This is an optimization exercise on Yosys and OpenROAD, whose aim is a short achievable clock period, few clock cycles and low power, not a production implementation. RTL that was checked went through simulation tests only; none was proved equivalent to the original. Power figures rest on the tool's default switching activity, not on a simulated workload.

==> flow/design.v <==
`default_nettype none
package isa_pkg;
        typedef logic [15:0] word_t;
        typedef logic [3:0] reg_idx_t;
        typedef enum logic [3:0] {
                op_add  = 4'd0,
                op_addi = 4'd1,
                op_sub  = 4'd2,
                op_sw   = 4'd5,
                op_lw   = 4'd6,
                op_nand = 4'd8,
                op_beq  = 4'd14,
                op_jump = 4'd15
        } opcode_t;
        localparam int field_width = 4;
        localparam int opcode_lsb = 12;
        localparam int field_c_lsb = 8;
        localparam int field_b_lsb = 4;
        localparam int field_a_lsb = 0;
        localparam int jump_offset_width = 12;
        localparam int reg_count = 16;
endpackage
`default_nettype wire
`default_nettype none
package core_pkg;
        typedef enum logic [4:0] {
                st_add    = 5'd0,
                st_addi   = 5'd1,
                st_sub    = 5'd2,
                st_sw     = 5'd5,
                st_lw     = 5'd6,
                st_nand   = 5'd8,
                st_beq    = 5'd14,
                st_jump   = 5'd15,
                st_fetch  = 5'd16,
                st_beq2   = 5'd19,
                st_sw2    = 5'd20,
                st_decode = 5'd21,
                st_lw2    = 5'd22,
                st_lw3    = 5'd23,
                st_sw3    = 5'd24,
                st_sw4    = 5'd25,
                st_jump2  = 5'd26,
                st_nop    = 5'd28
        } state_t;
        typedef enum logic [2:0] {
                alu_add  = 3'd0,
                alu_sub  = 3'd1,
                alu_nand = 3'd3
        } alu_op_t;
        localparam logic [15:0] idle_store_data = '1;
endpackage
`default_nettype wire
`timescale 1ns/1ps
`default_nettype none
module cpu_top #(
        parameter logic [15:0] reset_pc = '0
) (
        input  logic        clk,
        input  logic        reset,
        input  logic        run_n,
        input  logic [15:0] sram_d,
        output logic [15:0] sram_addr,
        output logic [15:0] sram_q,
        output logic        sram_we_n
);
        logic [15:0] pc_q;                        
        logic [15:0] pc;
        logic        e_alu, e_lw, e_sw, e_beq;    
        logic        e_sub, e_nand, e_addi;       
        logic [3:0]  e_dst;
        logic [3:0]  e_imm;
        logic [15:0] op_a, op_b;
        logic [15:0] rf [16];
        logic        clr;                         
        logic        e_mem;
        logic [15:0] e_x;
        logic [15:0] alu_res;
        logic [15:0] ea;
        logic        taken;
        assign e_mem = e_lw | e_sw;
        assign e_x   = e_addi ? {12'd0, e_imm} : op_a;
        logic [15:0] sum;
        assign sum = e_x + (op_b ^ {16{e_sub}}) + {15'd0, e_sub};
        assign alu_res = e_nand ? ~(op_a & op_b) : sum;
        logic [3:0]  ea_g, ea_p;
        logic [4:0]  ea_c;
        logic [11:0] ea_pre;
        assign ea_g = op_b[3:0] & e_imm;
        assign ea_p = op_b[3:0] ^ e_imm;
        assign ea_c[0] = 1'b0;
        assign ea_c[1] = ea_g[0];
        assign ea_c[2] = ea_g[1] | (ea_p[1] & ea_g[0]);
        assign ea_c[3] = ea_g[2] | (ea_p[2] & ea_g[1]) | (ea_p[2] & ea_p[1] & ea_g[0]);
        assign ea_c[4] = ea_g[3] | (ea_p[3] & ea_g[2]) | (ea_p[3] & ea_p[2] & ea_g[1])
                       | (ea_p[3] & ea_p[2] & ea_p[1] & ea_g[0]);
        assign ea_pre[0] = 1'b1;
        for (genvar i = 1; i < 12; i++) begin : g_ea_pre
                assign ea_pre[i] = &op_b[3+i:4];
        end
        logic [11:0] ea_hi_inc;
        assign ea_hi_inc = op_b[15:4] ^ ea_pre;
        assign ea = {ea_c[4] ? ea_hi_inc : op_b[15:4], ea_p ^ ea_c[3:0]};
        assign taken = e_beq & (op_a == op_b);
        assign sram_addr = e_mem ? ea : pc;
        assign sram_q    = op_a;
        assign sram_we_n = ~e_sw | run_n;
        logic        rf_we;
        logic [15:0] rf_wd;
        assign rf_we = ~run_n & (e_alu | e_lw);
        assign rf_wd = (clr | ~(e_alu | e_lw)) ? 16'd0 : e_lw ? sram_d : alu_res;
        for (genvar i = 0; i < 16; i++) begin : g_rf
                always_ff @(posedge clk) begin
                        if (clr || (rf_we && e_dst == i))
                                rf[i] <= rf_wd;
                end
        end
        always_ff @(posedge clk or negedge reset) begin
                if (!reset)
                        clr <= 1'b1;
                else if (!run_n)
                        clr <= 1'b0;
        end
        logic clr_done;
        always_ff @(posedge clk)
                clr_done <= ~reset;
        logic [3:0]  f_op, f_c, f_b, f_a;
        logic        f_en;
        logic        f_alu, f_lw, f_sw, f_beq, f_jmp, f_bsame, f_redir;
        logic [15:0] f_off, add_b, pc_tgt;
        logic [3:0]  idx_a;
        logic [15:0] rd_a, rd_b;
        assign f_op = sram_d[15:12];
        assign f_c  = sram_d[11:8];
        assign f_b  = sram_d[7:4];
        assign f_a  = sram_d[3:0];
        assign f_en = ~e_mem & ~taken & ~(clr & ~clr_done);
        assign f_alu = (f_op == 4'd0) | (f_op == 4'd1) | (f_op == 4'd2) | (f_op == 4'd8);
        assign f_sw  = (f_op == 4'd5);
        assign f_lw  = (f_op == 4'd6);
        assign f_beq = (f_op == 4'd14);
        assign f_jmp = (f_op == 4'd15);
        assign f_bsame = f_beq & (f_c == f_b);
        assign f_redir = f_jmp | f_bsame;
        assign f_off  = {f_jmp ? {{4{sram_d[11]}}, sram_d[11:4]} : 12'd0, sram_d[3:0]};
        assign add_b  = taken ? {12'd0, e_imm} - 16'd1 : f_off;
        assign pc_tgt = pc + add_b;
        logic [15:0] pc_pre, pc_inc;
        assign pc_pre[0] = 1'b1;
        for (genvar i = 1; i < 16; i++) begin : g_pc_pre
                assign pc_pre[i] = &pc[i-1:0];
        end
        assign pc_inc = pc ^ pc_pre;
        assign idx_a = (f_sw | f_beq) ? f_c : f_a;
        always_comb begin
                if (e_alu && e_dst == idx_a)
                        rd_a = alu_res;
                else
                        rd_a = rf[idx_a];
                if (e_alu && e_dst == f_b)
                        rd_b = alu_res;
                else
                        rd_b = rf[f_b];
        end
        logic f_use_a, f_use_b, f_use_dst, f_use_imm, f_ld;
        assign f_use_a   = (f_alu & (f_op != 4'd1)) | f_sw | f_beq;
        assign f_use_b   = f_alu | f_lw | f_sw | f_beq;
        assign f_use_dst = f_alu | f_lw;
        assign f_use_imm = (f_op == 4'd1) | f_lw | f_sw | f_beq;
        assign f_ld      = ~run_n & f_en;
        always_ff @(posedge clk) begin
                if (f_ld & f_use_a)
                        op_a <= rd_a;
                if (f_ld & f_use_b)
                        op_b <= rd_b;
                if (f_ld & f_use_dst)
                        e_dst <= f_c;
                if (f_ld & f_use_imm)
                        e_imm <= f_a;
                if (f_ld & f_alu) begin
                        e_sub  <= (f_op == 4'd2);
                        e_nand <= (f_op == 4'd8);
                        e_addi <= (f_op == 4'd1);
                end
        end
        always_ff @(posedge clk or negedge reset) begin
                if (!reset) begin
                        e_alu <= 1'b0;
                        e_lw  <= 1'b0;
                        e_sw  <= 1'b0;
                        e_beq <= 1'b0;
                end else if (!run_n) begin
                        e_alu <= f_en & f_alu;
                        e_lw  <= f_en & f_lw;
                        e_sw  <= f_en & f_sw;
                        e_beq <= f_en & f_beq & ~f_bsame;
                end
        end
        assign pc = clr ? reset_pc : pc_q;
        always_ff @(posedge clk) begin
                if (!run_n) begin
                        if (taken | (f_en & f_redir))
                                pc_q <= pc_tgt;
                        else if (f_en)
                                pc_q <= pc_inc;
                        else if (clr)
                                pc_q <= reset_pc;
                end
        end
endmodule
`default_nettype wire
Settings: LEC_CHECK=0, CAP_MARGIN=20, CORE_MARGIN=2, CORE_UTILIZATION=50, SETUP_SLACK_MARGIN=5, SLEW_MARGIN=20; clock period 9.0 ns.
standard.sh (not shown) runs the stock make flow with config.mk's settings and CLKGATE_MAP_FILE= SYNTH_SCRIPT=/design/flow/synth_recipe.tcl, a recipe that flattens the netlist after the stock synthesis.
==> flow/flow/run.sh <==
#!/bin/bash
# The standard layout (the standard.sh, every step), except for the
# clock tree's settings: no dummy loads, and larger sink clusters.
export CTS_ARGS="-sink_clustering_enable -repair_clock_nets -dont_use_dummy_load -sink_clustering_size 16 -sink_clustering_max_diameter 60 -buf_list {sky130_fd_sc_hd__clkbuf_4 sky130_fd_sc_hd__clkbuf_8}"
bash standard.sh > standard.log 2>&1
Edit:
--- a/flow/design.v
+++ b/flow/design.v
@@ -69,10 +69,11 @@
         logic        e_alu, e_lw, e_sw, e_beq;    
         logic        e_sub, e_nand, e_addi;       
         logic [3:0]  e_dst;
         logic [3:0]  e_imm;
         logic [15:0] op_a, op_b;
+        logic        e_c4;                        
         logic [15:0] rf [16];
         logic        clr;                         
         logic        e_mem;
         logic [15:0] e_x;
         logic [15:0] alu_res;
@@ -81,28 +82,26 @@
         assign e_mem = e_lw | e_sw;
         assign e_x   = e_addi ? {12'd0, e_imm} : op_a;
         logic [15:0] sum;
         assign sum = e_x + (op_b ^ {16{e_sub}}) + {15'd0, e_sub};
         assign alu_res = e_nand ? ~(op_a & op_b) : sum;
-        logic [3:0]  ea_g, ea_p;
-        logic [4:0]  ea_c;
-        logic [11:0] ea_pre;
-        assign ea_g = op_b[3:0] & e_imm;
-        assign ea_p = op_b[3:0] ^ e_imm;
-        assign ea_c[0] = 1'b0;
-        assign ea_c[1] = ea_g[0];
-        assign ea_c[2] = ea_g[1] | (ea_p[1] & ea_g[0]);
-        assign ea_c[3] = ea_g[2] | (ea_p[2] & ea_g[1]) | (ea_p[2] & ea_p[1] & ea_g[0]);
-        assign ea_c[4] = ea_g[3] | (ea_p[3] & ea_g[2]) | (ea_p[3] & ea_p[2] & ea_g[1])
-                       | (ea_p[3] & ea_p[2] & ea_p[1] & ea_g[0]);
+        logic [3:0]  ea_lo;
+        logic [11:0] ea_pre, ea_hi_inc;
+        assign ea_lo = op_b[3:0] + e_imm;
+        logic [11:0] ea_l0, ea_l1, ea_l2, ea_l3;
+        assign ea_l0 = op_b[15:4];
+        for (genvar i = 0; i < 12; i++) begin : g_ea_pfx
+                assign ea_l1[i] = (i >= 1) ? ea_l0[i] & ea_l0[i-1] : ea_l0[i];
+                assign ea_l2[i] = (i >= 2) ? ea_l1[i] & ea_l1[i-2] : ea_l1[i];
+                assign ea_l3[i] = (i >= 4) ? ea_l2[i] & ea_l2[i-4] : ea_l2[i];
+        end
         assign ea_pre[0] = 1'b1;
         for (genvar i = 1; i < 12; i++) begin : g_ea_pre
-                assign ea_pre[i] = &op_b[3+i:4];
-        end
-        logic [11:0] ea_hi_inc;
+                assign ea_pre[i] = (i - 1 >= 8) ? ea_l3[i-1] & ea_l3[i-9] : ea_l3[i-1];
+        end
         assign ea_hi_inc = op_b[15:4] ^ ea_pre;
-        assign ea = {ea_c[4] ? ea_hi_inc : op_b[15:4], ea_p ^ ea_c[3:0]};
+        assign ea = {e_c4 ? ea_hi_inc : op_b[15:4], ea_lo};
         assign taken = e_beq & (op_a == op_b);
         assign sram_addr = e_mem ? ea : pc;
         assign sram_q    = op_a;
         assign sram_we_n = ~e_sw | run_n;
         logic        rf_we;
@@ -125,11 +124,11 @@
         always_ff @(posedge clk)
                 clr_done <= ~reset;
         logic [3:0]  f_op, f_c, f_b, f_a;
         logic        f_en;
         logic        f_alu, f_lw, f_sw, f_beq, f_jmp, f_bsame, f_redir;
-        logic [15:0] f_off, add_b, pc_tgt;
+        logic [15:0] f_off, pc_tgt, bt_off, pc_bt;
         logic [3:0]  idx_a;
         logic [15:0] rd_a, rd_b;
         assign f_op = sram_d[15:12];
         assign f_c  = sram_d[11:8];
         assign f_b  = sram_d[7:4];
@@ -140,13 +139,14 @@
         assign f_lw  = (f_op == 4'd6);
         assign f_beq = (f_op == 4'd14);
         assign f_jmp = (f_op == 4'd15);
         assign f_bsame = f_beq & (f_c == f_b);
         assign f_redir = f_jmp | f_bsame;
-        assign f_off  = {f_jmp ? {{4{sram_d[11]}}, sram_d[11:4]} : 12'd0, sram_d[3:0]};
-        assign add_b  = taken ? {12'd0, e_imm} - 16'd1 : f_off;
-        assign pc_tgt = pc + add_b;
+        assign f_off  = {f_jmp ? {{4{sram_d[11]}}, sram_d[11:4]} : 12'd0, (f_beq | f_jmp) ? sram_d[3:0] : 4'd0};
+        assign pc_tgt = pc + f_off;
+        assign bt_off = {{12{e_imm == 4'd0}}, e_imm - 4'd1};
+        assign pc_bt  = (pc_q & {16{e_beq}}) + bt_off;
         logic [15:0] pc_pre, pc_inc;
         assign pc_pre[0] = 1'b1;
         for (genvar i = 1; i < 16; i++) begin : g_pc_pre
                 assign pc_pre[i] = &pc[i-1:0];
         end
@@ -160,10 +160,16 @@
                 if (e_alu && e_dst == f_b)
                         rd_b = alu_res;
                 else
                         rd_b = rf[f_b];
         end
+        logic [3:0] f_g, f_o;
+        logic       f_c4;
+        assign f_g  = rd_b[3:0] & f_a;
+        assign f_o  = rd_b[3:0] | f_a;
+        assign f_c4 = f_g[3] | (f_o[3] & f_g[2]) | (f_o[3] & f_o[2] & f_g[1])
+                    | (f_o[3] & f_o[2] & f_o[1] & f_g[0]);
         logic f_use_a, f_use_b, f_use_dst, f_use_imm, f_ld;
         assign f_use_a   = (f_alu & (f_op != 4'd1)) | f_sw | f_beq;
         assign f_use_b   = f_alu | f_lw | f_sw | f_beq;
         assign f_use_dst = f_alu | f_lw;
         assign f_use_imm = (f_op == 4'd1) | f_lw | f_sw | f_beq;
@@ -175,10 +181,12 @@
                         op_b <= rd_b;
                 if (f_ld & f_use_dst)
                         e_dst <= f_c;
                 if (f_ld & f_use_imm)
                         e_imm <= f_a;
+                if (f_ld & (f_lw | f_sw))
+                        e_c4 <= f_c4;
                 if (f_ld & f_alu) begin
                         e_sub  <= (f_op == 4'd2);
                         e_nand <= (f_op == 4'd8);
                         e_addi <= (f_op == 4'd1);
                 end
@@ -197,11 +205,13 @@
                 end
         end
         assign pc = clr ? reset_pc : pc_q;
         always_ff @(posedge clk) begin
                 if (!run_n) begin
-                        if (taken | (f_en & f_redir))
+                        if (taken)
+                                pc_q <= pc_bt;
+                        else if (f_en & f_redir)
                                 pc_q <= pc_tgt;
                         else if (f_en)
                                 pc_q <= pc_inc;
                         else if (clr)
                                 pc_q <= reset_pc;
Result: Clock power stays flat. Routed wire length decreases by 10%. Final cell count decreases by 3.1%. Worst hold slack got worse by 0.016 ns. Fmax increases by 11%. Setup slack improved by 0.44 ns. First-iteration DRC count decreases by 18%. Design area increases by 1.4%. Register-to-register slack hardly moves. Clock skew increases by 0.042 ns. Utilization increases by 2.0 points. Global-route usage decreases by 4.0 points. Sequential power barely changes.
Testbench counts after the change, summed over its fixed seeds: cycles 32,260.
Function not checked in the first run of this note: the RTL went through the layout flow alone.

==> separate check: timing with driven ports <==
In the flow no input, the clock included, has a driving cell. The finished layouts below were timed again as built, in two steps.
Step 1: set_driving_cell puts a clkbuf_16 on clk and a buf_2 on each other input, an assumption about the parent block.
Step 2 adds t to the input delays and takes it off the output delays; t is the mean of the earliest and latest rising clock arrival at the registers after step 1. Input paths then give back, and output paths get back, about the clock's delay inside the block.
Three values: ideal ports, drivers, drivers and shift; two values: the first two.
run	shift t [ns]	setup slack, ns	clock arrival spread, ns	cell pins on the clock port's net
the first run	0.688	4.432 / 4.380 / 4.342	0.078 / 0.078	1
the second run	0.670	4.877 / 4.827 / 4.254	0.115 / 0.115	1
After both steps every run listed still meets setup and hold. The setup slack of the second run, which loses most, moves by -0.050 ns with the drivers and by -0.623 ns with both steps.
